What follows belongs to an exercise in optimizing a design on an open flow for small area; a production flow would make more cautious choices. In this exercise RTL edits were held to simulation tests only and were not proved equivalent to the original. Power and IR drop assume default switching activity.

File: flow/design.v
package branch_predictor_pkg;
    localparam int unsigned XLEN = 32;
    typedef enum logic [1:0] {
        SNT = 2'b00,
        WNT = 2'b01,
        WT  = 2'b10,
        ST  = 2'b11
    } bht_state_e;
    typedef struct packed {
        logic            valid;
        logic            jmp;
        logic [XLEN-1:0] tag;
        logic [XLEN-1:0] target;
    } btb_entry_t;
    function automatic logic [1:0] sat2_update(input logic [1:0] counter, input logic taken);
        if (taken) begin
            sat2_update = (counter == 2'b11) ? counter : counter + 2'd1;
        end else begin
            sat2_update = (counter == 2'b00) ? counter : counter - 2'd1;
        end
    endfunction
endpackage
module bp_btb
#(
    parameter int unsigned ENTRIES = 16,
    parameter int unsigned IDX_W   = $clog2(ENTRIES)
)
(
    input  logic                              clk,
    input  logic                              rst_n,
    input  logic [IDX_W-1:0]                  rd_idx_i,
    output branch_predictor_pkg::btb_entry_t  rd_entry_o,
    input  logic                              wr_en_i,
    input  logic [IDX_W-1:0]                  wr_idx_i,
    input  branch_predictor_pkg::btb_entry_t  wr_entry_i,
    input  logic                              inv_en_i,
    input  logic [IDX_W-1:0]                  inv_idx_i
);
    localparam int unsigned W = 2 + 2 * branch_predictor_pkg::XLEN;
    logic [W-1:0] mem_q [ENTRIES];
    assign rd_entry_o = mem_q[rd_idx_i];
    for (genvar g = 0; g < ENTRIES; g++) begin : g_entry
        always_ff @(posedge clk or negedge rst_n) begin
            if (!rst_n) begin
                mem_q[g] <= '0;
            end else if (wr_en_i && (wr_idx_i == IDX_W'(g))) begin
                mem_q[g] <= wr_entry_i;
            end else if (inv_en_i && (inv_idx_i == IDX_W'(g))) begin
                mem_q[g][W-1] <= 1'b0;
            end
        end
    end
endmodule
module branch_predictor
#(
    parameter int unsigned XLEN    = branch_predictor_pkg::XLEN,
    parameter int unsigned ENTRIES = 16,
    parameter int unsigned IDX_W   = $clog2(ENTRIES)
)
(
    input  logic            clk,
    input  logic            rst_n,
    input  logic [XLEN-1:0] if_pc,
    output logic            pred_taken,
    output logic [XLEN-1:0] pred_target,
    input  logic            ex_valid,
    input  logic [XLEN-1:0] ex_pc,
    input  logic            ex_is_branch,
    input  logic            ex_is_jump,
    input  logic            ex_taken,
    input  logic [XLEN-1:0] ex_target,
    input  logic            ex_pred_taken,
    input  logic [XLEN-1:0] ex_pred_target,
    output logic            flush,
    output logic [XLEN-1:0] redirect_pc,
    output logic [31:0]     stat_branches,
    output logic [31:0]     stat_mispred
);
    logic [IDX_W-1:0] if_idx, u_idx;
    logic [XLEN-1:0]  if_tag, u_tag;
    branch_predictor_pkg::btb_entry_t rd_entry, wr_entry;
    logic             hit, is_jmp, is_br, wr_en, inv_en, bht_we, mis;
    logic [1:0]       bht_q [ENTRIES];
    logic [1:0]       bht_d;
    logic             flush_q, flush_d;
    logic [XLEN-1:0]  redirect_q, redirect_d;
    logic [31:0]      branches_q, branches_d, mispred_q, mispred_d;
    assign if_idx = if_pc[IDX_W+1:2];
    assign if_tag = if_pc >> (IDX_W + 2);
    assign u_idx  = ex_pc[IDX_W+1:2];
    assign u_tag  = ex_pc >> (IDX_W + 2);
    bp_btb #(
        .ENTRIES (ENTRIES),
        .IDX_W   (IDX_W)
    ) u_btb (
        .clk        (clk),
        .rst_n      (rst_n),
        .rd_idx_i   (if_idx),
        .rd_entry_o (rd_entry),
        .wr_en_i    (wr_en),
        .wr_idx_i   (u_idx),
        .wr_entry_i (wr_entry),
        .inv_en_i   (inv_en),
        .inv_idx_i  (u_idx)
    );
    assign hit         = rd_entry.valid && (rd_entry.tag == if_tag);
    assign pred_taken  = hit && (rd_entry.jmp || bht_q[if_idx][1]);
    assign pred_target = hit ? rd_entry.target : '0;
    assign is_jmp = ex_is_jump;
    assign is_br  = ex_is_branch && !ex_is_jump;
    assign wr_en    = ex_valid && (is_jmp || (is_br && ex_taken));
    assign wr_entry = {1'b1, is_jmp, u_tag, ex_target};
    assign inv_en   = ex_valid && !ex_is_branch && !ex_is_jump && ex_pred_taken;
    assign bht_we   = ex_valid && is_br;
    assign bht_d    = branch_predictor_pkg::sat2_update(bht_q[u_idx], ex_taken);
    assign mis = ex_valid && ((ex_taken != ex_pred_taken) ||
                              (ex_taken && ex_pred_taken && (ex_target != ex_pred_target)));
    always_comb begin
        flush_d    = mis;
        redirect_d = redirect_q;
        branches_d = branches_q;
        mispred_d  = mispred_q;
        if (mis) begin
            redirect_d = ex_taken ? ex_target : ex_pc + 32'd4;
        end
        if (ex_valid && (ex_is_branch || ex_is_jump) && (branches_q != '1)) begin
            branches_d = branches_q + 32'd1;
        end
        if (mis && (mispred_q != '1)) begin
            mispred_d = mispred_q + 32'd1;
        end
    end
    always_ff @(posedge clk or negedge rst_n) begin
        if (!rst_n) begin
            for (int unsigned i = 0; i < ENTRIES; i++) begin
                bht_q[i] <= branch_predictor_pkg::WNT;
            end
            flush_q    <= 1'b0;
            redirect_q <= '0;
            branches_q <= '0;
            mispred_q  <= '0;
        end else begin
            if (bht_we) begin
                bht_q[u_idx] <= bht_d;
            end
            flush_q    <= flush_d;
            redirect_q <= redirect_d;
            branches_q <= branches_d;
            mispred_q  <= mispred_d;
        end
    end
    assign flush         = flush_q;
    assign redirect_pc   = redirect_q;
    assign stat_branches = branches_q;
    assign stat_mispred  = mispred_q;
endmodule
File: flow/run.sh
#!/bin/bash
# synth_recipe.tcl (not shown) runs the flow's synth.tcl, then flattens the netlist and writes it again
# the make line also repeats each setting of config.mk as NAME=value (left out here)
make -C /OpenROAD-flow-scripts/flow DESIGN_CONFIG=/design/flow/config.mk WORK_HOME=/design/flow/orfs CLKGATE_MAP_FILE= SYNTH_SCRIPT=/design/flow/synth_recipe.tcl finish
File: flow/config.mk
export PLATFORM = sky130hd
export DESIGN_NAME = branch_predictor
export DESIGN_NICKNAME = branch_predictor
export VERILOG_FILES = /design/flow/design.v
export SDC_FILE = /design/flow/constraint.sdc
export NUM_CORES = 4
export LEC_CHECK = 0
export CAP_MARGIN = 20
export CORE_MARGIN = 2
export CORE_UTILIZATION = 40
export SLEW_MARGIN = 20
File: flow/constraint.sdc
create_clock -name core_clock -period 7.0 [get_ports {clk}]
set_input_delay 1.4000 -clock core_clock [delete_from_list [all_inputs] [get_ports {clk}]]
set_output_delay 1.4000 -clock core_clock [all_outputs]
set_load 0.01 [all_outputs]
==> results_dict.tcl <==
set metrics [dict create \
    drive_above_1_share 0.332 \
    endpoint_kind "output pin" \
    clockRootBuffer "clkbuf_16" \
    htree_levels 3 \
    hold_slack_ps 474 \
    clock-skew-final_ps 28.7 \
    core_area_um2 125000 \
    synth_compound_area_frac 0.0969 \
    drtAntennaViolNets 0 \
    dr.pass1.iters 5 \
    track_usage 0.267 \
    syn_area_per_cell_um2 12.5 \
    tightest_slew_ps 1200 \
    place_ws_ps 234 \
    grt_pass1_wl_mm 255 \
    synth_top_family_by_area "multiplexers" \
    hold_viol_final 0 \
    cp.arrival_ps 5370 \
    cp.required_ps 5600 \
    drt_iter0_markers 3662 \
    antenna_found_initial 6 \
    p_leak_nw 25.8 \
    synth-edff-count 0 \
    status "no timing/DRC/antenna violations" \
    drt-total-wl_mm 174 \
    syn-instance-count 4042 \
    cap_violations 0 \
    finalSetupViolations 0 \
    numCtsBuffers 116 \
    grt_pass1_vias 35969 \
    use_met1 0.377 \
    fin_nets 4349 \
    die_h_um 359 \
    period_needed_ps 6770 \
    slew_headroom 0.195 \
    cts_tree "built" \
    top_level_ports 265 \
    cp-start-kind "primary input" \
    power.density_nw_per_um2 295 \
    layout_common_cells "1,073 x dfrtp_1, 958 x mux2_2, 256 x clkdlybuf4s50_1, 170 x nand2_1, 149 x buf_4" \
    wl_per_cell_um 29.2 \
    post-route-period-util 0.967 \
    async_flop_share 1.00 \
    layout_setup_ws_ps 228 \
    ys.flop_type "dfrtp_1" \
    synth.area.mux_share 0.229 \
    instances_no_fill 5955 \
    hp-class "reg2reg" \
    viasPerCell 6.02 \
    dp.cells 5738 \
    holdBufCountCts 0 \
    clockBufferDepth 3 \
    slew_violations 0 \
    rows 130 \
    dr_total_vias 35824 \
    dieArea_um2 129000 \
    synth_cell_types 88 \
    grt.busiest_layer "met2" \
    area_growth_pct 17.7 \
    ys_ff_latch 1089 \
    peakVddDrop_uv 217 \
    start_util 0.403 \
    syn-num-nets 4184 \
    ys_warn_count 4 \
    fmax_ghz 0.148 \
    power_mw 17.5 \
    met2_usage 0.409 \
    drc 0 \
    final_common_cell "dfrtp_1" \
    clk_latency_ps 740 \
    synth_simple_gate_area_frac 0.0742 \
    synth_adder_area_share 0.00193 \
    rsz0062_at_grt "false" \
    fill_cells 11212 \
    port_buffers 262 \
    yosysSeqAreaShare 0.540 \
    synth_xor_area_frac 0.0234 \
    grt_max_degree 183 \
    gp_congestion 0.860 \
    met3_usage 0.0632 \
    clock_sinks 1089 \
    detailed_place_hpwl_mm 106 \
    worstPathMaxFanout 33 \
    synthesis.area_um2 50500 \
    clkTransAtPathRegs_ps 60 \
    die_w_um 359 \
    tns_ps 0 \
    gr-total-overflow 0 \
    worstSetupPathType "in2out" \
]
## logic make-up after synthesis
kind of cell             Yosys count
buffers and inverters            415
AO/OA/AOI/OAI                    685
adder cells (fa/ha/maj)            8
AND/OR/NAND/NOR                  682
flip-flops                      1089
XOR/XNOR                         135
multiplexers                    1028
## power by group
group          internal, mW  switching, mW
clock network          3.65           2.65
registers              7.65          0.715
logic                  1.51           1.35
## cells in the mapped netlist (15+ instances only)
library cell,count,share of area
dfrtp_1,1073,0.53
mux2_2,958,0.21
clkbuf_1,305,0.023
nand2_1,172,0.013
nand3_1,143,0.014
a22oi_1,131,0.019
o21ai_0,122,0.012
xnor2_1,104,0.018
nor2_1,98,0.0073
a21oi_1,95,0.0094
a22o_1,90,0.016
a221oi_1,82,0.014
mux2i_1,62,0.012
nand4_1,50,0.0062
o22ai_1,43,0.0053
buf_2,41,0.0041
nor4_2,31,0.0077
xor2_1,31,0.0054
and3_1,27,0.0033
inv_1,27,0.0020
nor2b_1,22,0.0027
nor3_1,21,0.0021
nand3b_1,20,0.0030
buf_1,18,0.0013
dfstp_2,16,0.0083
a32oi_1,15,0.0026
and2_1,15,0.0019
## path summary, 6_finish.rpt
kind | slack, ps | end | startpoint | depth (start not counted)
max | 230 | pred_taken | if_pc[5] | 14
min | 470 | u_btb.mem_q[8][35] | u_btb.mem_q[8][35] | 2
max reg2reg | 4090 | branches_q[27] | branches_q[10] | 8
min reg2reg | 470 | u_btb.mem_q[8][35] | u_btb.mem_q[8][35] | 2
max in group asynchronous | 4660 | mispred_q[11] | rst_n | 3
min in group asynchronous | 790 | u_btb.mem_q[7][33] | rst_n | 1
## state kept, by name (all words and copies together) (netlist names)
signal	count
redirect_q	32
u_btb.mem_q	960
flush_q	1
branches_q	32
mispred_q	32
bht_q	32
## cell type report
cell class,instances,area (µm²),area share
clock inverter,36,438,0.00737
clock buffer,178,3460,0.0582
inverter,28,105,0.00177
antenna,2,5.00,0.0000842
timing repair buffer,434,4240,0.0714
multi-input combinational,2538,21800,0.367
sequential,1089,27300,0.459
tap,1650,2060,0.0347
## what timing repair did
| action | 4_1_cts | 5_1_grt |
|---|---|---|
| setup buffers | 0 | 0 |
| resized for setup | 0 | 2 |
| endpoints found under the setup margin | 0 | 1 |
## routing by layer
metal,up-vias,share of wire
met5,-,0.00026
met4,6,0.025
met3,254,0.091
met2,1442,0.45
met1,18917,0.43
li1,15205,-
## worst max-delay path: stages
cell and delay, ps:
buf_4 340, buf_4 360, inv_1 110, buf_4 240, a221oi_1 350, a211oi_1 110, o22ai_1 360, xnor2_1 130
nor4_2 430, nand3_4 120, buf_12 200, nor4_1 370, buf_4 180, clkdlybuf4s50_1 580
## metrics by stage
stage	instance area [µm²]	utilization
6_report	59400	0.474
5_1_grt	59400	0.474
4_1_cts	59400	0.473
3_5_place_dp	55500	0.442
3_3_place_gp	55500	0.442
2_1_floorplan	50500	-

port drivers added, routing unchanged:
Ports are ideal in the flow. The routed layout listed here was re-timed in OpenROAD.
Step 1, drivers: a clkbuf_16 drives clk and a buf_2 each remaining input, both assumed.
Step 2 times the ports against the registers' clock, not the clock port: input delays grow and output delays shrink by t, the midpoint of the rising clock arrivals with the driver on.
Slacks: ideal / step 1 / step 2; pairs: ideal / step 1.
t, ns: 0.795
setup WS [ns]: 0.228 / 0.205 / 0.205
hold slack, ns: 0.474 / 0.474 / 0.474
latest minus earliest clock arrival (ns): 0.038 / 0.038
worst data-port slew with drivers (ns): 0.15
After both steps this run still meets setup and hold. For this run, drivers alone change the setup slack by -0.023 ns; drivers and shift together by -0.023 ns.
